Background: an optimization exercise with open tools, aiming at small area and a short achievable clock period. Do not read the settings as production practice. Where RTL was checked, it was by simulation tests only, not by an equivalence proof against the original. For runs 4 and 5, only the layout was checked, not whether the RTL still works.

File: design/flow/config.mk
export PLATFORM = sky130hd
export DESIGN_NAME = yaw_tracker_top
export DESIGN_NICKNAME = yaw_tracker_top
export VERILOG_FILES = /design/flow/design.v
export SDC_FILE = /design/flow/constraint.sdc
export NUM_CORES = 4
export LEC_CHECK = 0
export CAP_MARGIN = 20
export CORE_MARGIN = 2
export CORE_UTILIZATION = 40
export SLEW_MARGIN = 20
File: design/flow/constraint.sdc
create_clock -name core_clock -period 10.0 [get_ports {clk}]
set_input_delay 2.0000 -clock core_clock [delete_from_list [all_inputs] [get_ports {clk}]]
set_output_delay 2.0000 -clock core_clock [all_outputs]
set_load 0.01 [all_outputs]
File: design/flow/design.v
`default_nettype none
package angle_pkg;
    typedef logic signed [32-1:0] angle_t;
    typedef logic [9-1:0] heading_t;
    localparam int LO_W = 10;
    localparam int Q_W  = 14;
    localparam int M_W  = 6;
    localparam int TURN = 45;
endpackage
`default_nettype wire
`default_nettype none
package imu_pkg;
    typedef logic signed [16-1:0] rate_t;
endpackage
`default_nettype wire
`timescale 1ns/1ps
`default_nettype none
module gyro_integrator (
    input  logic                       clk,
    input  logic                       rst_n,
    input  logic                       clear,
    input  logic [15:0]                rate,
    output logic [angle_pkg::LO_W-1:0] lo,
    output logic [angle_pkg::M_W-1:0]  mb,
    output logic                       c,
    output logic                       ovp,
    output logic                       ovn
);
    logic [15:0] r;
    logic [13:0] q;
    logic [15:0] low_n;
    logic        c16;
    logic [7:0]  hi_p1, hi_m1, hi_n;
    logic        c_n, ovp_n, ovn_n;
    logic [7:0]  ps;
    logic [7:0]  a;
    logic [5:0]  mb_n;
    assign r = rate;
    kadd #(.W(16)) add_low_i (
        .a    ({q[5:0], lo}),
        .b    (r),
        .cin  (1'b0),
        .s    (low_n),
        .cout (c16)
    );
    assign c_n = low_n[10] ^ q[0] ^ r[10];
    kadd #(.W(8)) inc_i (.a(q[13:6]), .b(8'h00), .cin(1'b1), .s(hi_p1), .cout());
    kadd #(.W(8)) dec_i (.a(q[13:6]), .b(8'hff), .cin(1'b0), .s(hi_m1), .cout());
    always_comb begin
        case ({r[15], c16})
            2'b01:   hi_n = hi_p1;
            2'b10:   hi_n = hi_m1;
            default: hi_n = q[13:6];
        endcase
    end
    assign ovp_n = (q[13:6] == 8'h7f) & ~r[15] &  c16;
    assign ovn_n = (q[13:6] == 8'h80) &  r[15] & ~c16;
    assign ps = {{5{ovp}}, ovp | ovn, 1'b0, c} + {{2{r[15]}}, r[15:10]};
    assign a  = {2'b00, mb} + ps;
    fold45 fold_i (.x(a), .m(mb_n));
    always_ff @(posedge clk or negedge rst_n) begin
        if (!rst_n) begin
            lo  <= '0;
            q   <= '0;
            mb  <= '0;
            c   <= 1'b0;
            ovp <= 1'b0;
            ovn <= 1'b0;
        end else if (clear) begin
            lo  <= '0;
            q   <= '0;
            mb  <= '0;
            c   <= 1'b0;
            ovp <= 1'b0;
            ovn <= 1'b0;
        end else begin
            lo  <= low_n[9:0];
            q   <= {hi_n, low_n[15:10]};
            mb  <= mb_n;
            c   <= c_n;
            ovp <= ovp_n;
            ovn <= ovn_n;
        end
    end
endmodule
`default_nettype wire
`timescale 1ns/1ps
`default_nettype none
module fold45 (
    input  logic [7:0] x,
    output logic [5:0] m
);
    logic [7:0] y;
    always_comb begin
        if (x[7])
            y = x + 8'd45;
        else if (x >= 8'd45)
            y = x - 8'd45;
        else
            y = x;
        m = y[5:0];
    end
endmodule
`default_nettype wire
module kadd #(
    parameter int W = 16
) (
    input  logic [W-1:0] a,
    input  logic [W-1:0] b,
    input  logic         cin,
    output logic [W-1:0] s,
    output logic         cout
);
    localparam int L = (W > 16) ? 5 : (W > 8) ? 4 : (W > 4) ? 3 : (W > 2) ? 2 : 1;
    logic [W-1:0] p0;
    logic [W-1:0] gl [0:L];
    logic [W-1:0] pl [0:L];
    assign p0 = a ^ b;
    always_comb begin
        gl[0] = a & b;
        pl[0] = p0;
        gl[0][0] = (a[0] & b[0]) | (p0[0] & cin);
        for (int l = 0; l < L; l++) begin
            for (int i = 0; i < W; i++) begin
                if ((i >> l) & 1) begin
                    gl[l+1][i] = gl[l][i] | (pl[l][i] & gl[l][((i >> l) << l) - 1]);
                    pl[l+1][i] = pl[l][i] & pl[l][((i >> l) << l) - 1];
                end else begin
                    gl[l+1][i] = gl[l][i];
                    pl[l+1][i] = pl[l][i];
                end
            end
        end
    end
    assign s    = p0 ^ {gl[L][W-2:0], cin};
    assign cout = gl[L][W-1];
endmodule
`timescale 1ns/1ps
`default_nettype none
module relative_yaw (
    input  logic [angle_pkg::M_W-1:0]  m_a,
    input  logic [angle_pkg::M_W-1:0]  m_b,
    input  logic                       borrow,
    input  logic                       l9,
    output logic [5:0]                 rel_hi
);
    logic signed [6:0] x0, x1;
    logic [5:0]        r0_lo, r0_hi, r1_lo, r1_hi;
    assign x0 = {1'b0, m_a} - {1'b0, m_b};
    assign x1 = {1'b0, m_a} - {1'b0, m_b} - 7'd1;
    fold_rel fr0 (.t(x0), .r_l0(r0_lo), .r_l1(r0_hi));
    fold_rel fr1 (.t(x1), .r_l0(r1_lo), .r_l1(r1_hi));
    always_comb begin
        case ({borrow, l9})
            2'b00:   rel_hi = r0_lo;
            2'b01:   rel_hi = r0_hi;
            2'b10:   rel_hi = r1_lo;
            default: rel_hi = r1_hi;
        endcase
    end
endmodule
module fold_rel (
    input  logic signed [6:0] t,
    output logic [5:0]        r_l0,
    output logic [5:0]        r_l1
);
    logic signed [6:0] tm, tp;
    assign tm = t - 7'sd45;
    assign tp = t + 7'sd45;
    always_comb begin
        if (t >= 7'sd23)
            r_l0 = tm[5:0];
        else if (t <= -7'sd23)
            r_l0 = tp[5:0];
        else
            r_l0 = t[5:0];
        if (t >= 7'sd22)
            r_l1 = tm[5:0];
        else if (t <= -7'sd24)
            r_l1 = tp[5:0];
        else
            r_l1 = t[5:0];
    end
endmodule
`default_nettype wire
`timescale 1ns/1ps
`default_nettype none
module yaw_tracker_top (
    input  logic                clk,
    input  logic                rst_n,
    input  logic                sample_valid,
    input  logic                calibrate,
    input  imu_pkg::rate_t      rate_a,
    input  imu_pkg::rate_t      rate_b,
    output angle_pkg::angle_t   yaw_a,
    output angle_pkg::angle_t   yaw_b,
    output angle_pkg::angle_t   rel_yaw,
    output angle_pkg::heading_t heading,
    output logic                out_valid
);
    localparam int LO_W = angle_pkg::LO_W;
    localparam int M_W  = angle_pkg::M_W;
    logic        v0, v1, v2;
    logic        c0;
    logic [15:0] ra0, rb0;
    logic [LO_W-1:0] lo_a, lo_b;
    logic [M_W-1:0]  mb_a, mb_b;
    logic            c_a, ovp_a, ovn_a, c_b, ovp_b, ovn_b;
    logic [M_W-1:0]  m_a, m_b;
    logic [LO_W-1:0] ya_lo_1, yb_lo_1;
    logic [M_W-1:0]  ya_m_1, yb_m_1;
    logic [LO_W-1:0] dl;
    logic            borrow;
    logic [5:0]      rel_hi;
    logic [LO_W-1:0] ya_lo_q, yb_lo_q, rel_lo_q;
    logic [M_W-1:0]  ya_m_q, yb_m_q;
    logic [5:0]      rel_hi_q;
    always_ff @(posedge clk or negedge rst_n) begin
        if (!rst_n) begin
            v0 <= 1'b0;
            v1 <= 1'b0;
            v2 <= 1'b0;
            c0 <= 1'b0;
        end else begin
            v0 <= sample_valid;
            v1 <= v0;
            v2 <= v1;
            c0 <= sample_valid && calibrate;
        end
    end
    always_ff @(posedge clk or negedge rst_n) begin
        if (!rst_n) begin
            ra0 <= '0;
            rb0 <= '0;
        end else begin
            ra0 <= sample_valid ? rate_a : 16'd0;
            rb0 <= sample_valid ? rate_b : 16'd0;
        end
    end
    gyro_integrator gyro_integrator_a_i (
        .clk   (clk),
        .rst_n (rst_n),
        .clear (c0),
        .rate  (ra0),
        .lo    (lo_a),
        .mb    (mb_a),
        .c     (c_a),
        .ovp   (ovp_a),
        .ovn   (ovn_a)
    );
    gyro_integrator gyro_integrator_b_i (
        .clk   (clk),
        .rst_n (rst_n),
        .clear (c0),
        .rate  (rb0),
        .lo    (lo_b),
        .mb    (mb_b),
        .c     (c_b),
        .ovp   (ovp_b),
        .ovn   (ovn_b)
    );
    logic [7:0] ma_raw, mb_raw;
    assign ma_raw = {2'b00, mb_a} + {{5{ovp_a}}, ovp_a | ovn_a, 1'b0, c_a};
    assign mb_raw = {2'b00, mb_b} + {{5{ovp_b}}, ovp_b | ovn_b, 1'b0, c_b};
    fold45 fold_a_i (.x(ma_raw), .m(m_a));
    fold45 fold_b_i (.x(mb_raw), .m(m_b));
    always_ff @(posedge clk or negedge rst_n) begin
        if (!rst_n) begin
            ya_lo_1  <= '0;
            yb_lo_1  <= '0;
            ya_m_1   <= '0;
            yb_m_1   <= '0;
        end else begin
            ya_lo_1  <= lo_a;
            yb_lo_1  <= lo_b;
            ya_m_1   <= m_a;
            yb_m_1   <= m_b;
        end
    end
    assign {borrow, dl} = {1'b0, ya_lo_1} - {1'b0, yb_lo_1};
    relative_yaw relative_yaw_i (
        .m_a    (ya_m_1),
        .m_b    (yb_m_1),
        .borrow (borrow),
        .l9     (dl[9]),
        .rel_hi (rel_hi)
    );
    always_ff @(posedge clk or negedge rst_n) begin
        if (!rst_n) begin
            ya_lo_q   <= '0;
            yb_lo_q   <= '0;
            ya_m_q    <= '0;
            yb_m_q    <= '0;
            rel_lo_q  <= '0;
            rel_hi_q  <= '0;
            out_valid <= 1'b0;
        end else begin
            ya_lo_q   <= ya_lo_1;
            yb_lo_q   <= yb_lo_1;
            ya_m_q    <= ya_m_1;
            yb_m_q    <= yb_m_1;
            rel_lo_q  <= dl;
            rel_hi_q  <= rel_hi;
            out_valid <= v2;
        end
    end
    assign yaw_a   = {8'd0, ya_m_q, ya_lo_q, 8'd0};
    assign yaw_b   = {8'd0, yb_m_q, yb_lo_q, 8'd0};
    assign rel_yaw = {{9{rel_hi_q[5]}}, rel_hi_q[4:0], rel_lo_q, 8'd0};
    assign heading = {ya_m_q, ya_lo_q[9:7]};
endmodule
`default_nettype wire
File: design/flow/flow/run.sh
#!/bin/bash
set -euo pipefail
MARGIN=$(cat flow/margin.txt)
bash standard.sh synth > synth.log 2>&1
bash standard.sh SETUP_SLACK_MARGIN=$MARGIN floorplan > floorplan.log 2>&1
bash standard.sh SETUP_SLACK_MARGIN=$MARGIN place > place.log 2>&1
bash standard.sh SETUP_SLACK_MARGIN=$MARGIN cts > cts.log 2>&1
bash standard.sh SETUP_SLACK_MARGIN=$MARGIN route > route.log 2>&1
bash standard.sh SETUP_SLACK_MARGIN=$MARGIN finish > finish.log 2>&1
File: design/flow/flow/margin.txt
7.0
File: design/flow/standard.sh
#!/bin/bash
# synth_recipe.tcl (not shown) runs the flow's synth.tcl, then flattens the netlist and writes it again
# the make line also repeats each setting of config.mk as NAME=value (left out here)
make -C /OpenROAD-flow-scripts/flow DESIGN_CONFIG=/design/flow/config.mk WORK_HOME=/design/flow/orfs CLKGATE_MAP_FILE= SYNTH_SCRIPT=/design/flow/synth_recipe.tcl "${@:-finish}"
==> flow_results.xml, run 1 <==
<?xml version="1.0" encoding="UTF-8"?>
<metrics>
  <group name="cts">
    <metric name="cts_hold_buf" unit="">0</metric>
    <metric name="h-tree-depth" unit="">4</metric>
    <metric name="cts_buffers" unit="">17</metric>
    <metric name="clkLatencyLatePin" unit="ns">0.43</metric>
    <metric name="clkTransAtPathRegs" unit="ns">0.08</metric>
    <metric name="tritoncts" unit="">yes</metric>
    <metric name="cts_root_buf" unit="">sky130_fd_sc_hd__clkbuf_16</metric>
    <metric name="cts.sinks" unit="">183</metric>
    <metric name="max-clock-path-buffers" unit="">2</metric>
  </group>
  <group name="status">
    <metric name="status" unit="">complete, no violations</metric>
  </group>
  <group name="synthesis">
    <metric name="post_synth_xor_area_fraction" unit="%">7.95</metric>
    <metric name="synth_area_per_cell" unit="um^2">9.70</metric>
    <metric name="synth_top_area_share" unit="%">38.8</metric>
    <metric name="syn-cell-area" unit="mm^2">0.0118</metric>
    <metric name="post_synth_fa_ha_maj_area_fraction" unit="%">14.6</metric>
    <metric name="ys.warnings.count" unit="">11</metric>
    <metric name="synth_common_cells" unit="">183 x sky130_fd_sc_hd__dfrtp_1, 118 x sky130_fd_sc_hd__ha_1, 115 x sky130_fd_sc_hd__nor2_1</metric>
    <metric name="synth.largest_area_cell" unit="">sky130_fd_sc_hd__dfrtp_1</metric>
    <metric name="share_of_the_yosys_chip_area_belonging_to_registers" unit="%">38.8</metric>
    <metric name="synth_edf_count" unit="">0</metric>
    <metric name="syn-instance-count" unit="">1216</metric>
    <metric name="yosys-mux-area-fraction" unit="%">0.530</metric>
    <metric name="async_flop_share" unit="%">100</metric>
    <metric name="yosys_most_used_dff" unit="">sky130_fd_sc_hd__dfrtp_1</metric>
    <metric name="yosys.cell_types.count" unit="">83</metric>
    <metric name="post_synth_and_or_nand_nor_area_fraction" unit="%">14.8</metric>
    <metric name="synth_compound_area_share" unit="%">16.0</metric>
    <metric name="post-synth-top-count-cell" unit="">sky130_fd_sc_hd__dfrtp_1</metric>
    <metric name="ys_seq_elements" unit="">183</metric>
    <metric name="synth.area.top_cells" unit="">sky130_fd_sc_hd__dfrtp_1 39%, sky130_fd_sc_hd__ha_1 13%, sky130_fd_sc_hd__xnor2_1 4.8%</metric>
    <metric name="main_combinational_cell_family_by_area_after_synthesis" unit="">compound AO/OA/AOI/OAI gates</metric>
  </group>
  <group name="floorplan">
    <metric name="chipWidth" unit="um">176</metric>
    <metric name="start_util" unit="%">40.9</metric>
    <metric name="core" unit="mm^2">0.0289</metric>
    <metric name="floorplan.rows" unit="">62</metric>
    <metric name="io_pins" unit="">142</metric>
    <metric name="die-height" unit="um">176</metric>
    <metric name="design.die.area" unit="mm^2">0.0309</metric>
  </group>
  <group name="grt">
    <metric name="grt_overflow" unit="">0</metric>
    <metric name="grt_start_max_net_pins" unit="">117</metric>
    <metric name="first_pass_grt_wire_length" unit="um">45900</metric>
    <metric name="antenna_violations_before_repair" unit="">1</metric>
    <metric name="globalRouteTotalUtil" unit="%">18.3</metric>
    <metric name="grt_pass1_vias" unit="">8988</metric>
  </group>
  <group name="placement">
    <metric name="finalWeightedCongestion" unit="">0.875</metric>
    <metric name="dp.cells" unit="">1654</metric>
    <metric name="dpl-instance-area" unit="mm^2">0.0131</metric>
    <metric name="place.port_buffers" unit="">101</metric>
    <metric name="dpl.hpwl" unit="um">18800</metric>
  </group>
  <group name="layout">
    <metric name="finalInstanceArea" unit="mm^2">0.0154</metric>
    <metric name="final_layout_size_suffix_gt1_share" unit="%">28.7</metric>
    <metric name="number_of_antenna_cells_inserted" unit="">0</metric>
    <metric name="fin_cells" unit="">1803</metric>
    <metric name="area_growth_syn_to_layout" unit="%">30.3</metric>
    <metric name="n_fill_cell" unit="">2532</metric>
    <metric name="nets" unit="">1572</metric>
  </group>
  <group name="route">
    <metric name="vias_per_cell" unit="">5.22</metric>
    <metric name="first_pass_iters" unit="">5</metric>
    <metric name="drc" unit="">0</metric>
    <metric name="wl_per_cell" unit="um">16.1</metric>
    <metric name="ant_nets" unit="">0</metric>
    <metric name="dr.first_iter.drc_count" unit="">590</metric>
    <metric name="vias" unit="">9413</metric>
    <metric name="detail_route.wirelength" unit="um">29000</metric>
  </group>
  <group name="sta">
    <metric name="relSlewSlack" unit="%">51.8</metric>
    <metric name="fin_worst_hold_slack" unit="ns">0.353</metric>
    <metric name="finalClockSkew" unit="ns">0.0143</metric>
    <metric name="hold_viol_final" unit="">0</metric>
    <metric name="final_number_of_max_transition_violations" unit="">0</metric>
    <metric name="setup_tns" unit="ns">0</metric>
    <metric name="min_period_over_period" unit="%">34.4</metric>
    <metric name="worstMarginPinSlew" unit="ns">0.719</metric>
    <metric name="max_freq" unit="MHz">291</metric>
    <metric name="setup-violations-final" unit="">0</metric>
    <metric name="final_period_minus_worst_setup_slack" unit="ns">3.44</metric>
    <metric name="unrepaired_setup_endpoints_after_global_routing" unit="">true</metric>
  </group>
  <group name="worst_setup_path">
    <metric name="criticalPathCategory" unit="">flop to flop</metric>
    <metric name="crit_arrival" unit="ns">3.74</metric>
    <metric name="critPathCaptureType" unit="">flop</metric>
    <metric name="crit_path_start_kind" unit="">flop</metric>
    <metric name="worstPathMaxFanout" unit="">5</metric>
    <metric name="required" unit="ns">10.30</metric>
  </group>
  <group name="job">
    <metric name="max_cap_violations" unit="">0</metric>
  </group>
  <group name="worst_hold_path">
    <metric name="hold_class" unit="">flop to flop</metric>
  </group>
</metrics>
==> flip-flops by register name, summed over array words and instances, names as in the netlist, 6 cells and up <==
register	cells
gyro_integrator_b_i.lo	10
ya_m_1	6
ra0	16
yb_lo_1	10
gyro_integrator_a_i.q	14
rel_lo_q	10
yb_m_1	6
ya_lo_1	10
yb_lo_q	10
rb0	16
gyro_integrator_b_i.q	14
ya_lo_q	10
gyro_integrator_b_i.mb	6
gyro_integrator_a_i.lo	10
ya_m_q	6
yb_m_q	6
rel_hi_q	6
gyro_integrator_a_i.mb	6
==> cell families (layout without fill, tap and decap cells) <==
logic type	count (synthesis)	count (layout)
other	1	40
DFF	183	183
AOI/OAI and AO/OA	277	278
xor gates and xnor gates	103	104
and+or+nand+nor	346	346
adders and majority gates	131	131
muxes	6	6
buffers and inverters	169	331
==> worst max-delay path, cell delays in order (launching register included) <==
cell and delay, ns:
sky130_fd_sc_hd__dfrtp_1 0.40, sky130_fd_sc_hd__inv_2 0.07, sky130_fd_sc_hd__ha_4 0.12, sky130_fd_sc_hd__inv_2 0.03, sky130_fd_sc_hd__fa_2 0.60, sky130_fd_sc_hd__inv_4 0.07, sky130_fd_sc_hd__ha_4 0.19, sky130_fd_sc_hd__inv_6 0.09
sky130_fd_sc_hd__xnor2_1 0.15, sky130_fd_sc_hd__a21oi_2 0.19, sky130_fd_sc_hd__o32ai_2 0.13, sky130_fd_sc_hd__a211oi_4 0.30, sky130_fd_sc_hd__o32ai_4 0.14, sky130_fd_sc_hd__buf_4 0.17, sky130_fd_sc_hd__o21bai_1 0.14, sky130_fd_sc_hd__a21oi_1 0.13
sky130_fd_sc_hd__o31ai_1 0.09, sky130_fd_sc_hd__o32a_1 0.30
==> layout make-up <==
class                      instances  area [um^2]  area share (%)
sequential                       183         4580            29.8
inverter                          76          293            1.90
clock inverter                    14          175            1.14
tap                              384          480            3.12
multi-input combinational        905         7640            49.7
timing repair buffer             223         1770            11.5
clock buffer                      18          439            2.86
==> stage by stage <==
step / setup WS [ns] / utilization, %
floorplan: 6.77 / -
global placement: 6.10 / 45.5
detailed placement: 5.98 / 45.5
CTS: 6.49 / 50.0
global route: 6.38 / 53.3
finish: 6.56 / 53.3
==> layer usage <==
layer / vias to the layer above / part of all wire (%) / track usage [%]
li1: 4514 / - / -
met1: 4553 / 44 / 24.0
met2: 282 / 50 / 31.8
met3: 64 / 3.9 / 2.60
met4: 0 / 2.1 / 4.82
met5: - / 0 / 0
==> repair_timing <==
action	4_1_cts	5_1_grt
endpoints found under the setup margin	177	65
gates resized for setup	352	133
setup buffers	63	49
pin swaps	70	80
cloned	2	3
==> placed cells by master (no fill, tap or decap), drive strengths merged, types with 9 or more instances in the layout <==
master	instances
clkbuf	20
xor2	36
a211oi	19
ha	118
nor3	26
nor2b	33
nand2	51
a21o	24
o21ai	67
and3	9
a31oi	13
dfrtp	183
o211ai	14
xnor2	67
inv	83
nand2b	14
a21oi	63
nand3	18
clkdlybuf4s50	34
buf	187
o31ai	11
and2	39
conb	40
fa	12
nor2	116
==> worst paths after layout <==
kind                                      from                                end  slack, ns  cells past startpoint
max                        ya_m_1[0]$_DFF_PN0_              rel_hi_q[2]$_DFF_PN0_       6.56                     17
min                               v1$_DFF_PN0_                       v2$_DFF_PN0_       0.35                      0
max reg2reg                ya_m_1[0]$_DFF_PN0_              rel_hi_q[2]$_DFF_PN0_       6.56                     17
min reg2reg                       v1$_DFF_PN0_                       v2$_DFF_PN0_       0.35                      0
max in group asynchronous                rst_n  gyro_integrator_b_i.ovp$_DFF_PN0_       7.37                      2
min in group asynchronous                rst_n              rel_lo_q[1]$_DFF_PN0_       1.53                      1
==> run 2: changes to the inputs <==
==> design/flow/run.sh (new file) <==
#!/bin/bash
# synth_recipe.tcl (not shown) runs the flow's synth.tcl, then flattens the netlist and writes it again
# the make line also repeats each setting of config.mk as NAME=value (left out here)
make -C /OpenROAD-flow-scripts/flow DESIGN_CONFIG=/design/flow/config.mk WORK_HOME=/design/flow/orfs CLKGATE_MAP_FILE= SYNTH_SCRIPT=/design/flow/synth_recipe.tcl finish
removed: design/flow/flow/run.sh
removed: design/flow/flow/margin.txt
removed: design/flow/standard.sh
==> flow_results.xml, run 2 <==
<?xml version="1.0" encoding="UTF-8"?>
<metrics>
  <group name="cts">
    <metric name="max-clock-path-buffers" unit="">2</metric>
    <metric name="cts_resized" unit="">0</metric>
    <metric name="clkLatencyLatePin" unit="ns">0.45</metric>
    <metric name="h-tree-depth" unit="">4</metric>
    <metric name="tritoncts" unit="">yes</metric>
    <metric name="cts.repair_timing.setup_buffer_count" unit="">0</metric>
    <metric name="cts_hold_buf" unit="">0</metric>
    <metric name="cts_buffers" unit="">17</metric>
    <metric name="clkTransAtPathRegs" unit="ns">0.08</metric>
    <metric name="cts.sinks" unit="">183</metric>
    <metric name="cts_root_buf" unit="">sky130_fd_sc_hd__clkbuf_16</metric>
  </group>
  <group name="worst_setup_path">
    <metric name="criticalPathCategory" unit="">flop to flop</metric>
    <metric name="required" unit="ns">10.31</metric>
    <metric name="crit_path_start_kind" unit="">flop</metric>
    <metric name="rrSetupSlack" unit="ns">5.28</metric>
    <metric name="worstPathMaxFanout" unit="">18</metric>
    <metric name="critPathCaptureType" unit="">flop</metric>
    <metric name="worstRegToRegCells" unit="">16</metric>
    <metric name="reg2reg_to" unit="">rel_hi_q[4]$_DFF_PN0_</metric>
    <metric name="crit_arrival" unit="ns">5.04</metric>
    <metric name="critical_r2r_launch" unit="">ya_m_1[0]$_DFF_PN0_</metric>
  </group>
  <group name="synthesis">
    <metric name="syn-instance-count" unit="">1216</metric>
    <metric name="synth_common_cells" unit="">183 x sky130_fd_sc_hd__dfrtp_1, 118 x sky130_fd_sc_hd__ha_1, 115 x sky130_fd_sc_hd__nor2_1</metric>
    <metric name="synth_edf_count" unit="">0</metric>
    <metric name="share_of_the_yosys_chip_area_belonging_to_registers" unit="%">38.8</metric>
    <metric name="synth_top_area_share" unit="%">38.8</metric>
    <metric name="syn-cell-area" unit="mm^2">0.0118</metric>
    <metric name="synth_area_per_cell" unit="um^2">9.70</metric>
    <metric name="synth.area.top_cells" unit="">sky130_fd_sc_hd__dfrtp_1 39%, sky130_fd_sc_hd__ha_1 13%, sky130_fd_sc_hd__xnor2_1 4.8%</metric>
    <metric name="ys.warnings.count" unit="">11</metric>
    <metric name="ys_seq_elements" unit="">183</metric>
    <metric name="post-synth-top-count-cell" unit="">sky130_fd_sc_hd__dfrtp_1</metric>
    <metric name="yosys_most_used_dff" unit="">sky130_fd_sc_hd__dfrtp_1</metric>
    <metric name="synth.largest_area_cell" unit="">sky130_fd_sc_hd__dfrtp_1</metric>
    <metric name="yosys.cell_types.count" unit="">83</metric>
    <metric name="async_flop_share" unit="%">100</metric>
  </group>
  <group name="sta">
    <metric name="setup-violations-final" unit="">0</metric>
    <metric name="final_number_of_max_transition_violations" unit="">0</metric>
    <metric name="worstMarginPinSlew" unit="ns">1.05</metric>
    <metric name="relSlewSlack" unit="%">30.3</metric>
    <metric name="setup_tns" unit="ns">0</metric>
    <metric name="min_period_over_period" unit="%">47.2</metric>
    <metric name="hold_viol_final" unit="">0</metric>
    <metric name="final_period_minus_worst_setup_slack" unit="ns">4.72</metric>
    <metric name="finalClockSkew" unit="ns">0.0287</metric>
    <metric name="max_freq" unit="MHz">212</metric>
    <metric name="unrepaired_setup_endpoints_after_global_routing" unit="">false</metric>
  </group>
  <group name="route">
    <metric name="first_pass_iters" unit="">5</metric>
    <metric name="vias" unit="">8508</metric>
    <metric name="vias_per_cell" unit="">5.04</metric>
    <metric name="ant_nets" unit="">0</metric>
    <metric name="wl_per_cell" unit="um">14.2</metric>
    <metric name="detail_route.wirelength" unit="um">23900</metric>
    <metric name="drc" unit="">0</metric>
    <metric name="dr.first_iter.drc_count" unit="">455</metric>
  </group>
  <group name="job">
    <metric name="max_cap_violations" unit="">0</metric>
  </group>
  <group name="placement">
    <metric name="dp.cells" unit="">1655</metric>
    <metric name="place.port_buffers" unit="">101</metric>
    <metric name="finalWeightedCongestion" unit="">0.907</metric>
    <metric name="dpl.hpwl" unit="um">18000</metric>
  </group>
  <group name="grt">
    <metric name="grt_start_max_net_pins" unit="">78</metric>
    <metric name="grt_overflow" unit="">0</metric>
    <metric name="globalRouteTotalUtil" unit="%">16.0</metric>
    <metric name="antenna_violations_before_repair" unit="">0</metric>
    <metric name="gr-usage-met1" unit="%">22.0</metric>
    <metric name="grt_use_met2" unit="%">26.2</metric>
    <metric name="grt_pass1_vias" unit="">8184</metric>
    <metric name="grt_busiest_layer" unit="">met2</metric>
    <metric name="first_pass_grt_wire_length" unit="um">40200</metric>
    <metric name="m3_gr_usage" unit="%">2.71</metric>
  </group>
  <group name="layout">
    <metric name="area_growth_syn_to_layout" unit="%">15.1</metric>
    <metric name="fin_cells" unit="">1687</metric>
    <metric name="reg.largest.list" unit="">ra0 (16), rb0 (16)</metric>
    <metric name="nets" unit="">1456</metric>
    <metric name="layout_commonest_cell" unit="">sky130_fd_sc_hd__dfrtp_1</metric>
    <metric name="mostFrequentLayoutCells" unit="">182 x sky130_fd_sc_hd__dfrtp_1, 118 x sky130_fd_sc_hd__ha_1, 115 x sky130_fd_sc_hd__nor2_1</metric>
    <metric name="number_of_antenna_cells_inserted" unit="">0</metric>
    <metric name="final_core_utilization" unit="%">47.1</metric>
    <metric name="final_layout_size_suffix_gt1_share" unit="%">5.76</metric>
    <metric name="n_fill_cell" unit="">2743</metric>
  </group>
  <group name="worst_hold_path">
    <metric name="hold_path_startpoint" unit="">v2$_DFF_PN0_</metric>
    <metric name="hold_class" unit="">flop to flop</metric>
    <metric name="sink_of_the_worst_hold_path" unit="">out_valid$_DFF_PN0_</metric>
    <metric name="whs_path_depth" unit="">0</metric>
  </group>
  <group name="floorplan">
    <metric name="start_util" unit="%">40.9</metric>
    <metric name="io_pins" unit="">142</metric>
    <metric name="core" unit="mm^2">0.0289</metric>
    <metric name="design.die.area" unit="mm^2">0.0309</metric>
    <metric name="chipWidth" unit="um">176</metric>
    <metric name="floorplan.rows" unit="">62</metric>
    <metric name="die-height" unit="um">176</metric>
  </group>
  <group name="status">
    <metric name="status" unit="">complete, no violations</metric>
  </group>
</metrics>
## run 2: cell counts after synthesis
No cell type changed its count.
## run 2: how the worst max path moves through the flow
stage / from / to / slack (ns) / depth (start not counted)
2_1_floorplan: ya_m_1[0]$_DFF_PN0_ / rel_hi_q[4]$_DFF_PN0_ / 6.39 / 17
3_3_place_gp: ya_m_1[0]$_DFF_PN0_ / rel_hi_q[4]$_DFF_PN0_ / 5.50 / 16
3_5_place_dp: ya_m_1[0]$_DFF_PN0_ / rel_hi_q[4]$_DFF_PN0_ / 5.37 / 16
4_1_cts: ya_m_1[0]$_DFF_PN0_ / rel_hi_q[4]$_DFF_PN0_ / 5.33 / 16
5_1_grt: ya_m_1[0]$_DFF_PN0_ / rel_hi_q[4]$_DFF_PN0_ / 4.82 / 16
6_report: ya_m_1[0]$_DFF_PN0_ / rel_hi_q[4]$_DFF_PN0_ / 5.28 / 16
## run 2: logic make-up (layout without fill, tap and decap cells)
logic type	Yosys count	count (layout)	share of synthesized area (%)
AO/OA/AOI/OAI	277	277	16.0
buffers and inverters	169	217	7.30
adder cells (fa/ha/maj)	131	131	14.6
other	1	40	0.0318
XOR/XNOR	103	103	7.95
flip-flops	183	183	38.8
AND/OR/NAND/NOR	346	346	14.8
multiplexers	6	6	0.530
## run 2: cell type report
type	count	area, um^2	area share, %
Clock inverter	15	225	1.66
Tap cell	384	480	3.54
Sequential cell	183	4580	33.7
Timing Repair Buffer	109	1070	7.91
Inverter	76	285	2.10
Clock buffer	17	425	3.13
Multi-Input combinational cell	903	6510	47.9
## run 2: metal layers
metal | part of all wire, % | up-vias
met5 | 0 | -
met3 | 3.3 | 20
met4 | 1.4 | 0
met1 | 48 | 4029
met2 | 47 | 176
li1 | - | 4283
## run 2: per-stage QoR
stage	cell area, um^2	setup slack, ns	hold WS (ns)
floorplan	11900	6.39	0.331
CTS	13600	5.33	0.356
global placement	12900	5.50	0.332
detailed placement	12900	5.37	0.336
finish	13600	5.28	0.355
global route	13600	4.82	0.361
## run 2: critical path, cell delays in order (launching register included)
cell and delay, ns:
sky130_fd_sc_hd__dfrtp_1 0.38, sky130_fd_sc_hd__inv_1 0.05, sky130_fd_sc_hd__ha_1 0.14, sky130_fd_sc_hd__inv_1 0.06
sky130_fd_sc_hd__fa_1 0.61, sky130_fd_sc_hd__inv_1 0.22, sky130_fd_sc_hd__ha_1 0.64, sky130_fd_sc_hd__inv_1 0.23
sky130_fd_sc_hd__nor2_1 0.37, sky130_fd_sc_hd__nor3_1 0.10, sky130_fd_sc_hd__nor4_2 0.37, sky130_fd_sc_hd__o22ai_1 0.15
sky130_fd_sc_hd__o32ai_2 0.56, sky130_fd_sc_hd__o32ai_1 0.20, sky130_fd_sc_hd__or3_1 0.37, sky130_fd_sc_hd__nand3_1 0.07
sky130_fd_sc_hd__nand3_1 0.08
==> run 3: changes to the inputs <==
--- a/design/flow/design.v
+++ b/design/flow/design.v
@@ -140,46 +140,44 @@
 module relative_yaw (
     input  logic [angle_pkg::M_W-1:0]  m_a,
+    input  logic [angle_pkg::LO_W-1:0] lo_a,
     input  logic [angle_pkg::M_W-1:0]  m_b,
-    input  logic                       borrow,
-    input  logic                       l9,
-    output logic [5:0]                 rel_hi
+    input  logic [angle_pkg::LO_W-1:0] lo_b,
+    output logic [5:0]                 rel_hi,
+    output logic [angle_pkg::LO_W-1:0] rel_lo
 );
-    logic signed [6:0] x0, x1;
-    logic [5:0]        r0_lo, r0_hi, r1_lo, r1_hi;
-    assign x0 = {1'b0, m_a} - {1'b0, m_b};
-    assign x1 = {1'b0, m_a} - {1'b0, m_b} - 7'd1;
-    fold_rel fr0 (.t(x0), .r_l0(r0_lo), .r_l1(r0_hi));
-    fold_rel fr1 (.t(x1), .r_l0(r1_lo), .r_l1(r1_hi));
+    logic              borrow, l9;
+    logic signed [6:0] y;
+    logic              ge22, ge23, ge24, le22, le23, le24;
+    logic              sub45, add45;
+    logic [6:0]        k;
+    logic [6:0]        r;
+    assign {borrow, rel_lo} = {1'b0, lo_a} - {1'b0, lo_b};
+    assign l9 = rel_lo[9];
+    assign y = {1'b0, m_a} - {1'b0, m_b};
+    assign ge22 = y >=  7'sd22;
+    assign ge23 = y >=  7'sd23;
+    assign ge24 = y >=  7'sd24;
+    assign le22 = y <= -7'sd22;
+    assign le23 = y <= -7'sd23;
+    assign le24 = y <= -7'sd24;
     always_comb begin
-        case ({borrow, l9})
-            2'b00:   rel_hi = r0_lo;
-            2'b01:   rel_hi = r0_hi;
-            2'b10:   rel_hi = r1_lo;
-            default: rel_hi = r1_hi;
+        if (borrow) begin
+            sub45 = ge24 | (ge23 & l9);
+            add45 = le23 | (le22 & ~l9);
+        end else begin
+            sub45 = ge23 | (ge22 & l9);
+            add45 = le24 | (le23 & ~l9);
+        end
+        case ({sub45, add45, borrow})
+            3'b100:  k = 7'h53;    
+            3'b101:  k = 7'h52;    
+            3'b010:  k = 7'h2d;    
+            3'b011:  k = 7'h2c;    
+            3'b001:  k = 7'h7f;    
+            default: k = 7'h00;
         endcase
     end
-endmodule
-module fold_rel (
-    input  logic signed [6:0] t,
-    output logic [5:0]        r_l0,
-    output logic [5:0]        r_l1
-);
-    logic signed [6:0] tm, tp;
-    assign tm = t - 7'sd45;
-    assign tp = t + 7'sd45;
-    always_comb begin
-        if (t >= 7'sd23)
-            r_l0 = tm[5:0];
-        else if (t <= -7'sd23)
-            r_l0 = tp[5:0];
-        else
-            r_l0 = t[5:0];
-        if (t >= 7'sd22)
-            r_l1 = tm[5:0];
-        else if (t <= -7'sd24)
-            r_l1 = tp[5:0];
-        else
-            r_l1 = t[5:0];
-    end
+    assign r      = y + k;
+    assign rel_hi = r[5:0];
 endmodule
 `default_nettype wire
@@ -211,5 +209,4 @@
     logic [M_W-1:0]  ya_m_1, yb_m_1;
     logic [LO_W-1:0] dl;
-    logic            borrow;
     logic [5:0]      rel_hi;
     logic [LO_W-1:0] ya_lo_q, yb_lo_q, rel_lo_q;
@@ -278,11 +275,11 @@
         end
     end
-    assign {borrow, dl} = {1'b0, ya_lo_1} - {1'b0, yb_lo_1};
     relative_yaw relative_yaw_i (
         .m_a    (ya_m_1),
+        .lo_a   (ya_lo_1),
         .m_b    (yb_m_1),
-        .borrow (borrow),
-        .l9     (dl[9]),
-        .rel_hi (rel_hi)
+        .lo_b   (yb_lo_1),
+        .rel_hi (rel_hi),
+        .rel_lo (dl)
     );
     always_ff @(posedge clk or negedge rst_n) begin
==> design/flow/flow/run.sh (new file) <==
#!/bin/bash
set -euo pipefail
MARGIN=$(cat flow/margin.txt)
bash standard.sh synth > synth.log 2>&1
bash standard.sh SETUP_SLACK_MARGIN=$MARGIN floorplan > floorplan.log 2>&1
bash standard.sh SETUP_SLACK_MARGIN=$MARGIN place > place.log 2>&1
bash standard.sh SETUP_SLACK_MARGIN=$MARGIN cts > cts.log 2>&1
bash standard.sh SETUP_SLACK_MARGIN=$MARGIN route > route.log 2>&1
bash standard.sh SETUP_SLACK_MARGIN=$MARGIN finish > finish.log 2>&1
==> design/flow/flow/margin.txt (new file) <==
7.0
==> design/flow/standard.sh (new file) <==
#!/bin/bash
# synth_recipe.tcl (not shown) runs the flow's synth.tcl, then flattens the netlist and writes it again
# the make line also repeats each setting of config.mk as NAME=value (left out here)
make -C /OpenROAD-flow-scripts/flow DESIGN_CONFIG=/design/flow/config.mk WORK_HOME=/design/flow/orfs CLKGATE_MAP_FILE= SYNTH_SCRIPT=/design/flow/synth_recipe.tcl "${@:-finish}"
removed: design/flow/run.sh
==> flow_results.xml, run 3 <==
<?xml version="1.0" encoding="UTF-8"?>
<metrics>
  <group name="sta">
    <metric name="final_number_of_max_transition_violations" unit="">0</metric>
    <metric name="min_period_over_period" unit="%">34.8</metric>
    <metric name="relSlewSlack" unit="%">45.7</metric>
    <metric name="final_period_minus_worst_setup_slack" unit="ns">3.48</metric>
    <metric name="worstMarginPinSlew" unit="ns">0.815</metric>
    <metric name="setup_tns" unit="ns">0</metric>
    <metric name="unrepaired_setup_endpoints_after_global_routing" unit="">true</metric>
    <metric name="hold_viol_final" unit="">0</metric>
    <metric name="finalClockSkew" unit="ns">0.0141</metric>
    <metric name="max_freq" unit="MHz">288</metric>
    <metric name="setup-violations-final" unit="">0</metric>
  </group>
  <group name="synthesis">
    <metric name="syn-instance-count" unit="">1063</metric>
    <metric name="post_synth_xor_area_fraction" unit="%">6.92</metric>
    <metric name="yosys.cell_types.count" unit="">80</metric>
    <metric name="synth.largest_area_cell" unit="">sky130_fd_sc_hd__dfrtp_1</metric>
    <metric name="share_of_the_yosys_chip_area_belonging_to_registers" unit="%">41.5</metric>
    <metric name="ys_seq_elements" unit="">183</metric>
    <metric name="syn-cell-area" unit="mm^2">0.0110</metric>
    <metric name="synth.area.top_cells" unit="">sky130_fd_sc_hd__dfrtp_1 42%, sky130_fd_sc_hd__ha_1 13%, sky130_fd_sc_hd__xnor2_1 4.4%</metric>
    <metric name="post-synth-top-count-cell" unit="">sky130_fd_sc_hd__dfrtp_1</metric>
    <metric name="yosys-mux-area-fraction" unit="%">2.15</metric>
    <metric name="synth_common_cells" unit="">183 x sky130_fd_sc_hd__dfrtp_1, 117 x sky130_fd_sc_hd__ha_1, 95 x sky130_fd_sc_hd__nor2_1</metric>
    <metric name="post_synth_fa_ha_maj_area_fraction" unit="%">15.6</metric>
    <metric name="main_combinational_cell_family_by_area_after_synthesis" unit="">adder cells</metric>
    <metric name="synth_area_per_cell" unit="um^2">10.4</metric>
    <metric name="synth_top_area_share" unit="%">41.5</metric>
    <metric name="post_synth_and_or_nand_nor_area_fraction" unit="%">13.4</metric>
    <metric name="async_flop_share" unit="%">100</metric>
    <metric name="ys.warnings.count" unit="">10</metric>
    <metric name="synth_compound_area_share" unit="%">12.6</metric>
    <metric name="yosys_most_used_dff" unit="">sky130_fd_sc_hd__dfrtp_1</metric>
    <metric name="synth_edf_count" unit="">0</metric>
  </group>
  <group name="cts">
    <metric name="tritoncts" unit="">yes</metric>
    <metric name="clkTransAtPathRegs" unit="ns">0.07</metric>
    <metric name="cts_root_buf" unit="">sky130_fd_sc_hd__clkbuf_16</metric>
    <metric name="max-clock-path-buffers" unit="">2</metric>
    <metric name="clkLatencyLatePin" unit="ns">0.44</metric>
    <metric name="cts_hold_buf" unit="">0</metric>
    <metric name="cts.sinks" unit="">183</metric>
    <metric name="cts_buffers" unit="">17</metric>
    <metric name="h-tree-depth" unit="">4</metric>
  </group>
  <group name="layout">
    <metric name="final_layout_size_suffix_gt1_share" unit="%">25.7</metric>
    <metric name="reg.largest.list" unit="">ra0 (16), rb0 (16)</metric>
    <metric name="number_of_antenna_cells_inserted" unit="">0</metric>
    <metric name="area_growth_syn_to_layout" unit="%">24.4</metric>
    <metric name="mostFrequentLayoutCells" unit="">179 x sky130_fd_sc_hd__dfrtp_1, 105 x sky130_fd_sc_hd__ha_1, 90 x sky130_fd_sc_hd__nor2_1</metric>
    <metric name="final_core_utilization" unit="%">50.7</metric>
    <metric name="n_fill_cell" unit="">2417</metric>
    <metric name="layout_commonest_cell" unit="">sky130_fd_sc_hd__dfrtp_1</metric>
    <metric name="nets" unit="">1388</metric>
  </group>
  <group name="worst_setup_path">
    <metric name="timing.critical_path.max_delay_family" unit="">compound AO/OA/AOI/OAI gates</metric>
    <metric name="critPathCaptureType" unit="">flop</metric>
    <metric name="crit_arrival" unit="ns">3.84</metric>
    <metric name="cp_num_cells" unit="">15</metric>
    <metric name="critical_path.cell_chain" unit="">inv_2, ha_1, nor2b_1, o31a_1, or4_4, and3_4, nor3_2, a211o_1, a32oi_1, ha_2, buf_6, fa_2, a21o_1, a21oi_2, xnor2_1</metric>
    <metric name="worstPathMaxFanout" unit="">4</metric>
    <metric name="criticalPathCategory" unit="">flop to flop</metric>
    <metric name="cp_slowest_stage_delay" unit="ns">0.44</metric>
    <metric name="crit_path_start_kind" unit="">flop</metric>
    <metric name="required" unit="ns">10.36</metric>
    <metric name="worst-path-buf-inv" unit="">2</metric>
    <metric name="crit_slowest_cell" unit="">sky130_fd_sc_hd__or4_4</metric>
    <metric name="worstRegToRegCells" unit="">15</metric>
  </group>
  <group name="job">
    <metric name="max_cap_violations" unit="">0</metric>
  </group>
  <group name="placement">
    <metric name="place.port_buffers" unit="">101</metric>
    <metric name="finalWeightedCongestion" unit="">0.802</metric>
    <metric name="dpl.hpwl" unit="um">15600</metric>
  </group>
  <group name="route">
    <metric name="drc" unit="">0</metric>
    <metric name="wl_per_cell" unit="um">14.5</metric>
    <metric name="ant_nets" unit="">0</metric>
    <metric name="vias" unit="">7850</metric>
    <metric name="dr.first_iter.drc_count" unit="">352</metric>
    <metric name="first_pass_iters" unit="">4</metric>
    <metric name="detail_route.wirelength" unit="um">22900</metric>
    <metric name="vias_per_cell" unit="">4.98</metric>
  </group>
  <group name="grt">
    <metric name="grt_overflow" unit="">0</metric>
    <metric name="grt_start_max_net_pins" unit="">116</metric>
    <metric name="antenna_violations_before_repair" unit="">0</metric>
    <metric name="grt_pass1_vias" unit="">7592</metric>
    <metric name="first_pass_grt_wire_length" unit="um">36900</metric>
    <metric name="globalRouteTotalUtil" unit="%">16.0</metric>
  </group>
  <group name="worst_hold_path">
    <metric name="whs_path_depth" unit="">0</metric>
    <metric name="hold_class" unit="">flop to flop</metric>
  </group>
  <group name="status">
    <metric name="status" unit="">complete, no violations</metric>
  </group>
  <group name="floorplan">
    <metric name="start_util" unit="%">40.8</metric>
    <metric name="chipWidth" unit="um">170</metric>
    <metric name="design.die.area" unit="mm^2">0.0289</metric>
    <metric name="die-height" unit="um">170</metric>
    <metric name="floorplan.rows" unit="">60</metric>
    <metric name="io_pins" unit="">142</metric>
    <metric name="core" unit="mm^2">0.0270</metric>
  </group>
</metrics>
run 3: cell types whose count changed in the layout (fill, tap and decap cells not counted), sizes merged, moves of 11 or more:
| cell | delta |
|---|---|
| a21oi | -17 |
| buf | +135 |
| clkdlybuf4s50 | -67 |
| nand2 | -21 |
| nor2 | -20 |
| o21ai | -30 |
| xnor2 | -11 |
run 3: path summary, 6_finish.rpt:
kind                                     start                    end  slack [ns]
min in group asynchronous                rst_n   yb_lo_q[3]$_DFF_PN0_        1.61
max reg2reg                yb_m_1[1]$_DFF_PN0_  rel_hi_q[4]$_DFF_PN0_        6.52
max in group asynchronous                rst_n           c0$_DFF_PN0_        7.34
min                               v0$_DFF_PN0_           v1$_DFF_PN0_        0.35
max                        yb_m_1[1]$_DFF_PN0_  rel_hi_q[4]$_DFF_PN0_        6.52
min reg2reg                       v0$_DFF_PN0_           v1$_DFF_PN0_        0.35
run 3: repair_timing:
action                                  in CTS  in global routing
endpoints found under the setup margin     200                127
gates resized for setup                    283                103
pin swaps                                   52                 45
setup buffers                               55                 18
cloned                                       0                  1
run 3: layer usage:
layer  track usage [%]  wire length (um)
met5                 0                 0
met4              3.90               267
met3              3.37               933
met2              27.2             11000
met1              20.9             10700
run 3: worst reg2reg max path, stage by stage (launching register included):
cell and delay, ns:
sky130_fd_sc_hd__dfrtp_1 0.39, sky130_fd_sc_hd__inv_2 0.07, sky130_fd_sc_hd__ha_1 0.29, sky130_fd_sc_hd__nor2b_1 0.14, sky130_fd_sc_hd__o31a_1 0.27, sky130_fd_sc_hd__or4_4 0.44
sky130_fd_sc_hd__and3_4 0.21, sky130_fd_sc_hd__nor3_2 0.11, sky130_fd_sc_hd__a211o_1 0.21, sky130_fd_sc_hd__a32oi_1 0.13, sky130_fd_sc_hd__ha_2 0.22, sky130_fd_sc_hd__buf_6 0.11
sky130_fd_sc_hd__fa_2 0.37, sky130_fd_sc_hd__a21o_1 0.20, sky130_fd_sc_hd__a21oi_2 0.13, sky130_fd_sc_hd__xnor2_1 0.12
run 3: cell families after synthesis:
kind of cell | Yosys count
other cells | 1
buf+inv | 154
simple gates | 288
compound gates | 201
flops | 183
fa+ha+maj | 130
xor+xnor | 84
mux | 22
run 3: cell type report:
cell class                 count  area (um^2)  area share, %
tap                          341          427           3.11
multi-input combinational    766         6410           46.7
inverter                      78          293           2.14
clock buffer                  17          425           3.10
clock inverter                15          220           1.61
timing repair buffer         176         1360           9.88
sequential                   183         4580           33.4
run 3: per-stage QoR:
step                      setup WS (ns)  hold WS, ns  std cells  instance area, um^2
final                              6.52        0.348       1576                13700
after global routing               6.36        0.361       1576                13700
after CTS                          6.55        0.353       1557                13300
after detailed placement           6.23        0.335       1470                12200
after global placement             6.25        0.333       1470                12200
after floorplan                    6.79        0.331       1102                11300
==> run 4: changes to the inputs <==
--- a/design/flow/design.v
+++ b/design/flow/design.v
@@ -144,4 +144,5 @@
     input  logic [angle_pkg::LO_W-1:0] lo_b,
     output logic [5:0]                 rel_hi,
+    output logic                       sign,
     output logic [angle_pkg::LO_W-1:0] rel_lo
 );
@@ -180,4 +181,5 @@
     assign r      = y + k;
     assign rel_hi = r[5:0];
+    assign sign   = r[6];
 endmodule
 `default_nettype wire
@@ -213,4 +215,5 @@
     logic [M_W-1:0]  ya_m_q, yb_m_q;
     logic [5:0]      rel_hi_q;
+    logic            rel_sgn, rel_sgn_q;
     always_ff @(posedge clk or negedge rst_n) begin
         if (!rst_n) begin
@@ -281,4 +284,5 @@
         .lo_b   (yb_lo_1),
         .rel_hi (rel_hi),
+        .sign   (rel_sgn),
         .rel_lo (dl)
     );
@@ -304,5 +308,12 @@
     assign yaw_a   = {8'd0, ya_m_q, ya_lo_q, 8'd0};
     assign yaw_b   = {8'd0, yb_m_q, yb_lo_q, 8'd0};
-    assign rel_yaw = {{9{rel_hi_q[5]}}, rel_hi_q[4:0], rel_lo_q, 8'd0};
+    always_ff @(posedge clk or negedge rst_n) begin
+        if (!rst_n) begin
+            rel_sgn_q <= 1'b0;
+        end else begin
+            rel_sgn_q <= rel_sgn;
+        end
+    end
+    assign rel_yaw = {{4{rel_sgn_q}}, {5{rel_hi_q[5]}}, rel_hi_q[4:0], rel_lo_q, 8'd0};
     assign heading = {ya_m_q, ya_lo_q[9:7]};
 endmodule
==> design/flow/flow/run.sh (replaced) <==
#!/bin/bash
set -euo pipefail
MARGIN=$(cat flow/margin.txt)
bash standard.sh ADDER_MAP_FILE= synth > synth.log 2>&1
bash standard.sh SETUP_SLACK_MARGIN=$MARGIN floorplan > floorplan.log 2>&1
bash standard.sh SETUP_SLACK_MARGIN=$MARGIN "BUFFER_PORTS_ARGS=-buffer_cell sky130_fd_sc_hd__buf_1" place > place.log 2>&1
bash standard.sh SETUP_SLACK_MARGIN=$MARGIN cts > cts.log 2>&1
bash standard.sh SETUP_SLACK_MARGIN=$MARGIN route > route.log 2>&1
bash standard.sh SETUP_SLACK_MARGIN=$MARGIN finish > finish.log 2>&1
--- a/design/flow/config.mk
+++ b/design/flow/config.mk
@@ -6,6 +6,8 @@
 export NUM_CORES = 4
 export LEC_CHECK = 0
+export ABC_AREA = 1
 export CAP_MARGIN = 20
 export CORE_MARGIN = 2
 export CORE_UTILIZATION = 40
+export CTS_BUF_LIST = sky130_fd_sc_hd__clkbuf_8
 export SLEW_MARGIN = 20
==> flow_results.xml, run 4 <==
<?xml version="1.0" encoding="UTF-8"?>
<metrics>
  <group name="status">
    <metric name="status" unit="">complete, no violations</metric>
  </group>
  <group name="layout">
    <metric name="reg.largest.list" unit="">ra0 (16), rb0 (16)</metric>
    <metric name="mostFrequentLayoutCells" unit="">337 x sky130_fd_sc_hd__nand2_1, 220 x sky130_fd_sc_hd__inv_1, 182 x sky130_fd_sc_hd__dfrtp_1</metric>
    <metric name="nets" unit="">1547</metric>
    <metric name="final_layout_size_suffix_gt1_share" unit="%">13.8</metric>
    <metric name="layout_commonest_cell" unit="">sky130_fd_sc_hd__nand2_1</metric>
    <metric name="fin_cells" unit="">1859</metric>
    <metric name="final_core_utilization" unit="%">44.7</metric>
    <metric name="area_growth_syn_to_layout" unit="%">9.20</metric>
    <metric name="number_of_antenna_cells_inserted" unit="">0</metric>
    <metric name="finalInstanceArea" unit="mm^2">0.0117</metric>
  </group>
  <group name="worst_setup_path">
    <metric name="critPathCaptureType" unit="">primary output</metric>
    <metric name="worstPathMaxFanout" unit="">5</metric>
    <metric name="timing.critical_path.max_delay_family" unit="">flip-flops</metric>
    <metric name="crit_arrival" unit="ns">1.03</metric>
    <metric name="worst-path-buf-inv" unit="">1</metric>
    <metric name="crit_slowest_cell" unit="">sky130_fd_sc_hd__dfrtp_1</metric>
    <metric name="worstRegToRegCells" unit="">15</metric>
    <metric name="cp_num_cells" unit="">1</metric>
    <metric name="reg2reg_to" unit="">gyro_integrator_a_i.q[11]$_DFFE_PN0P_</metric>
    <metric name="cp_slowest_stage_delay" unit="ns">0.42</metric>
    <metric name="required" unit="ns">8.00</metric>
    <metric name="critical_r2r_launch" unit="">gyro_integrator_a_i.lo[1]$_DFF_PN0_</metric>
    <metric name="criticalPathCategory" unit="">flop to primary output</metric>
    <metric name="crit_path_start_kind" unit="">flop</metric>
    <metric name="critical_path.cell_chain" unit="">buf_2</metric>
    <metric name="rrSetupSlack" unit="ns">7.40</metric>
  </group>
  <group name="route">
    <metric name="dr.first_iter.drc_count" unit="">392</metric>
    <metric name="wl_per_cell" unit="um">11.2</metric>
    <metric name="first_pass_iters" unit="">4</metric>
    <metric name="vias_per_cell" unit="">4.56</metric>
    <metric name="drc" unit="">0</metric>
    <metric name="vias" unit="">8473</metric>
    <metric name="ant_nets" unit="">0</metric>
    <metric name="detail_route.wirelength" unit="um">20900</metric>
  </group>
  <group name="synthesis">
    <metric name="async_flop_share" unit="%">100</metric>
    <metric name="synth_edf_count" unit="">0</metric>
    <metric name="ys_seq_elements" unit="">184</metric>
    <metric name="synth.largest_area_cell" unit="">sky130_fd_sc_hd__dfrtp_1</metric>
    <metric name="ys.warnings.count" unit="">10</metric>
    <metric name="post-synth-top-count-cell" unit="">sky130_fd_sc_hd__nand2_1</metric>
    <metric name="syn-cell-area" unit="mm^2">0.0107</metric>
    <metric name="synth_area_per_cell" unit="um^2">7.52</metric>
    <metric name="synth_top_area_share" unit="%">43.0</metric>
    <metric name="synth_common_cells" unit="">337 x sky130_fd_sc_hd__nand2_1, 219 x sky130_fd_sc_hd__inv_1, 184 x sky130_fd_sc_hd__dfrtp_1</metric>
    <metric name="synth.area.top_cells" unit="">sky130_fd_sc_hd__dfrtp_1 43%, sky130_fd_sc_hd__nand2_1 12%, sky130_fd_sc_hd__inv_1 7.7%</metric>
    <metric name="share_of_the_yosys_chip_area_belonging_to_registers" unit="%">43.0</metric>
    <metric name="syn-instance-count" unit="">1426</metric>
    <metric name="yosys.cell_types.count" unit="">49</metric>
    <metric name="yosys_most_used_dff" unit="">sky130_fd_sc_hd__dfrtp_1</metric>
  </group>
  <group name="grt">
    <metric name="grt_overflow" unit="">0</metric>
    <metric name="grt_pass1_vias" unit="">7778</metric>
    <metric name="first_pass_grt_wire_length" unit="um">35700</metric>
    <metric name="antenna_violations_before_repair" unit="">0</metric>
    <metric name="grt_start_max_net_pins" unit="">156</metric>
    <metric name="globalRouteTotalUtil" unit="%">15.6</metric>
  </group>
  <group name="sta">
    <metric name="final.setup.worst_slack" unit="ns">6.97</metric>
    <metric name="unrepaired_setup_endpoints_after_global_routing" unit="">true</metric>
    <metric name="finalClockSkew" unit="ns">0.0197</metric>
    <metric name="final_period_minus_worst_setup_slack" unit="ns">3.03</metric>
    <metric name="min_period_over_period" unit="%">30.3</metric>
    <metric name="worstMarginPinSlew" unit="ns">0.954</metric>
    <metric name="relSlewSlack" unit="%">36.3</metric>
    <metric name="hold_viol_final" unit="">0</metric>
    <metric name="setup_tns" unit="ns">0</metric>
    <metric name="max_freq" unit="MHz">330</metric>
    <metric name="final_number_of_max_transition_violations" unit="">0</metric>
    <metric name="setup-violations-final" unit="">0</metric>
  </group>
  <group name="cts">
    <metric name="cts.sinks" unit="">184</metric>
    <metric name="max-clock-path-buffers" unit="">2</metric>
    <metric name="h-tree-depth" unit="">4</metric>
    <metric name="cts_root_buf" unit="">sky130_fd_sc_hd__clkbuf_8</metric>
    <metric name="tritoncts" unit="">yes</metric>
    <metric name="clkTransAtPathRegs" unit="ns">0.11</metric>
    <metric name="clkLatencyLatePin" unit="ns">0.47</metric>
    <metric name="cts_buffers" unit="">17</metric>
  </group>
  <group name="placement">
    <metric name="dp.cells" unit="">1827</metric>
    <metric name="place.port_buffers" unit="">101</metric>
    <metric name="pre_cts_ws" unit="ns">6.80</metric>
    <metric name="dpl.hpwl" unit="um">15700</metric>
    <metric name="dpl-instance-area" unit="mm^2">0.0112</metric>
    <metric name="finalWeightedCongestion" unit="">0.812</metric>
  </group>
  <group name="job">
    <metric name="max_cap_violations" unit="">0</metric>
  </group>
  <group name="worst_hold_path">
    <metric name="whs_path_depth" unit="">0</metric>
    <metric name="hold_path_startpoint" unit="">v1$_DFF_PN0_</metric>
    <metric name="hold_class" unit="">flop to flop</metric>
    <metric name="sink_of_the_worst_hold_path" unit="">v2$_DFF_PN0_</metric>
  </group>
  <group name="floorplan">
    <metric name="chipWidth" unit="um">168</metric>
    <metric name="core" unit="mm^2">0.0262</metric>
    <metric name="io_pins" unit="">142</metric>
    <metric name="start_util" unit="%">40.9</metric>
    <metric name="floorplan.rows" unit="">59</metric>
    <metric name="die-height" unit="um">168</metric>
    <metric name="design.die.area" unit="mm^2">0.0281</metric>
  </group>
</metrics>
## run 4: cell count changes in the layout (fill, tap and decap cells not counted), moves of 41 or more
| cell | change |
|---|---|
| sky130_fd_sc_hd__buf_2 | -52 |
| sky130_fd_sc_hd__inv_1 | +144 |
| sky130_fd_sc_hd__ha_1 | -105 |
| sky130_fd_sc_hd__nand2_1 | +307 |
| sky130_fd_sc_hd__o21ai_0 | +55 |
| sky130_fd_sc_hd__nand3_1 | +45 |
| sky130_fd_sc_hd__nor2_1 | +64 |
| sky130_fd_sc_hd__clkbuf_2 | +54 |
| sky130_fd_sc_hd__nand2_2 | +41 |
| sky130_fd_sc_hd__buf_4 | -63 |
## run 4: stage by stage
stage               hold WS (ns)
floorplan                  0.331
global placement           0.336
detailed placement         0.336
CTS                        0.351
global route               0.358
finish                     0.347
## run 4: worst max path at each step
stage	endpoint	start
after global routing	rel_yaw[26]	rel_hi_q[5]$_DFF_PN0_
after floorplan	ra0[0]$_DFF_PN0_	sample_valid
after detailed placement	gyro_integrator_b_i.q[9]$_DFFE_PN0P_	rst_n
after CTS	rel_yaw[25]	rel_hi_q[5]$_DFF_PN0_
final	rel_yaw[27]	rel_hi_q[5]$_DFF_PN0_
after global placement	gyro_integrator_b_i.q[10]$_DFFE_PN0P_	rst_n
## run 4: cell type report
class,count,area (um^2)
clock buffer,17,234
clock inverter,15,176
tap,335,419
inverter,230,868
multi-input combinational,976,4900
timing repair buffer,102,499
sequential,184,4610
fill,2599,14500
## run 4: repair_timing
action | 4_1_cts | 5_1_grt
setup buffers | 0 | 0
hold buffers | 0 | 0
resized for setup | 9 | 64
setup endpoints to repair | 41 | 88
## run 4: cells by family after synthesis
| kind of cell | share of synthesized area [%] |
|---|---|
| and+or+nand+nor | 30.0 |
| other | 0.0350 |
| AOI/OAI and AO/OA | 9.34 |
| xor gates and xnor gates | 4.74 |
| DFF | 43.0 |
| buffers and inverters | 12.9 |
## run 4: routing by layer
metal | track usage (%) | vias up | share of wire (%)
met5 | 0 | - | 0
met4 | 3.71 | 0 | 0.97
met3 | 2.77 | 15 | 2.9
met2 | 25.9 | 139 | 47
met1 | 21.2 | 3781 | 49
li1 | - | 4538 | -
==> run 5: changes to the inputs <==
==> design/flow/flow/margin.txt (replaced) <==
6.8
==> flow_results.xml, run 5 <==
<?xml version="1.0" encoding="UTF-8"?>
<metrics>
  <group name="layout">
    <metric name="layout_commonest_cell" unit="">sky130_fd_sc_hd__nand2_1</metric>
    <metric name="area_growth_syn_to_layout" unit="%">8.08</metric>
    <metric name="final_layout_size_suffix_gt1_share" unit="%">9.38</metric>
  </group>
  <group name="sta">
    <metric name="unrepaired_setup_endpoints_after_global_routing" unit="">false</metric>
    <metric name="max_freq" unit="MHz">329</metric>
    <metric name="setup_tns" unit="ns">0</metric>
    <metric name="worstMarginPinSlew" unit="ns">0.933</metric>
    <metric name="setup-violations-final" unit="">0</metric>
  </group>
  <group name="synthesis">
    <metric name="syn-cell-area" unit="mm^2">0.0107</metric>
    <metric name="synth_area_per_cell" unit="um^2">7.52</metric>
    <metric name="ys.warnings.count" unit="">10</metric>
    <metric name="ys_seq_elements" unit="">184</metric>
    <metric name="share_of_the_yosys_chip_area_belonging_to_registers" unit="%">43.0</metric>
    <metric name="async_flop_share" unit="%">100</metric>
  </group>
  <group name="worst_setup_path">
    <metric name="critical_r2r_launch" unit="">gyro_integrator_b_i.lo[1]$_DFF_PN0_</metric>
    <metric name="critical_path.cell_chain" unit="">buf_1</metric>
    <metric name="reg2reg_to" unit="">gyro_integrator_b_i.q[11]$_DFFE_PN0P_</metric>
    <metric name="critPathCaptureType" unit="">primary output</metric>
  </group>
  <group name="cts">
    <metric name="cts_root_buf" unit="">sky130_fd_sc_hd__clkbuf_8</metric>
    <metric name="clkLatencyLatePin" unit="ns">0.47</metric>
  </group>
  <group name="placement">
    <metric name="dpl.hpwl" unit="um">15700</metric>
    <metric name="place.port_buffers" unit="">101</metric>
  </group>
  <group name="route">
    <metric name="detailroute.wirelength.met2" unit="um">9750</metric>
    <metric name="topRoutingLayerUsed" unit="">met4</metric>
    <metric name="ant_nets" unit="">0</metric>
    <metric name="wl_met3" unit="um">623</metric>
    <metric name="detail_route.wirelength" unit="um">20900</metric>
  </group>
  <group name="grt">
    <metric name="globalRouteTotalUtil" unit="%">15.6</metric>
    <metric name="antenna_violations_before_repair" unit="">0</metric>
  </group>
  <group name="floorplan">
    <metric name="start_util" unit="%">40.9</metric>
    <metric name="core" unit="mm^2">0.0262</metric>
  </group>
  <group name="status">
    <metric name="status" unit="">complete, no violations</metric>
  </group>
</metrics>
==> run 5: changes by cell type in the layout (fill, tap and decap cells not counted), sizes merged <==
cell / change
clkbuf: -53
buf: +53
==> run 5: logic make-up (layout without fill, tap and decap cells) <==
group / count (synthesis) / in the layout / share of synthesized area, %
AND/OR/NAND/NOR: 696 / 696 / 30.0
other: 1 / 40 / 0.0350
XOR/XNOR: 58 / 58 / 4.74
AO/OA/AOI/OAI: 182 / 182 / 9.34
flip-flops: 184 / 184 / 43.0
buffers and inverters: 305 / 364 / 12.9
==> run 5: final cells by class <==
class,count,area (um^2),share of cell area (%)
well taps,335,419,3.62
inverters,230,868,7.50
clock buffers,17,234,2.02
flip-flops and latches,184,4600,39.7
clock inverters,15,176,1.52
repair buffers,102,404,3.49
multi-input cells,976,4880,42.1
==> run 5: worst max path at each step <==
| stage | from | to | slack (ns) | cells past startpoint |
|---|---|---|---|---|
| 2_1_floorplan | sample_valid | ra0[0]$_DFF_PN0_ | 7.38 | 4 |
| 6_report | rel_hi_q[5]$_DFF_PN0_ | rel_yaw[25] | 6.96 | 1 |
| 5_1_grt | gyro_integrator_b_i.lo[1]$_DFF_PN0_ | gyro_integrator_b_i.q[11]$_DFFE_PN0P_ | 6.83 | 15 |
| 3_3_place_gp | rst_n | gyro_integrator_b_i.q[10]$_DFFE_PN0P_ | 6.83 | 2 |
| 3_5_place_dp | rst_n | gyro_integrator_b_i.q[9]$_DFFE_PN0P_ | 6.80 | 2 |
| 4_1_cts | rel_hi_q[5]$_DFF_PN0_ | rel_yaw[25] | 6.93 | 1 |
==> run 5: worst register-to-register path, cell delays in order (launching register included) <==
cell and delay, ns:
sky130_fd_sc_hd__dfrtp_1 0.42, sky130_fd_sc_hd__xor2_1 0.21, sky130_fd_sc_hd__nand2_1 0.08, sky130_fd_sc_hd__nand2_1 0.09
sky130_fd_sc_hd__nand2_1 0.06, sky130_fd_sc_hd__nand2_1 0.10, sky130_fd_sc_hd__nand2_1 0.06, sky130_fd_sc_hd__nand2_1 0.13
sky130_fd_sc_hd__nand4_1 0.09, sky130_fd_sc_hd__nand2_1 0.19, sky130_fd_sc_hd__nand3_1 0.13, sky130_fd_sc_hd__nand3_1 0.34
sky130_fd_sc_hd__nand3_1 0.39, sky130_fd_sc_hd__nand3b_1 0.25, sky130_fd_sc_hd__o21ai_0 0.09, sky130_fd_sc_hd__a21oi_1 0.17
==> run 5: metrics by stage <==
step / util (%) / instances / setup WS (ns) / cell area, um^2
floorplan: - / 1465 / 7.38 / 10900
global placement: 42.6 / 1827 / 6.83 / 11200
detailed placement: 42.6 / 1827 / 6.80 / 11200
CTS: 44.2 / 1859 / 6.93 / 11600
global route: 44.2 / 1859 / 6.83 / 11600
finish: 44.2 / 1859 / 6.96 / 11600
==> run 5: per-layer routing <==
| layer | GRT usage, % | up-vias |
|---|---|---|
| li1 | - | 4536 |
| met1 | 21.2 | 3787 |
| met2 | 25.9 | 139 |
| met3 | 2.77 | 16 |
| met4 | 3.71 | 0 |
| met5 | 0 | - |
==> run 5: timing repair <==
item                       CTS  global route
hold endpoints to repair     0             0
setup endpoints to repair    0             2
resized for setup            0             1

afterwards: timing with drivers on the ports:
In the flow no input, the clock included, has a driving cell. The finished layouts below were timed again as built, in two steps.
Step 1: set_driving_cell puts a clkbuf_16 on clk and a buf_2 on each other input, an assumption about the parent block.
Step 2 adds t to the input delays and takes it off the output delays; t is the mean of the earliest and latest rising clock arrival at the registers after step 1. Input paths then give back, and output paths get back, about the clock's delay inside the block.
Three values: no drivers, after step 1, after step 2; two values: the first two.
run	t (ns)	setup WS [ns]	worst register clock-pin slew, ns	cell pins on the clock port's net
run 1	0.472	6.560 / 6.560 / 6.560	0.08 / 0.08	1
run 2	0.490	5.278 / 5.278 / 5.278	0.09 / 0.09	1
run 3	0.480	6.523 / 6.523 / 6.523	0.08 / 0.08	1
run 4	0.502	6.972 / 6.927 / 6.850	0.11 / 0.11	1
run 5	0.504	6.958 / 6.914 / 6.877	0.11 / 0.11	1
After both steps every run listed still meets setup and hold. For run 4, which loses most, drivers alone change the setup slack by -0.045 ns; drivers and shift together by -0.122 ns. The worst setup slack also covers recovery checks on asynchronous resets.
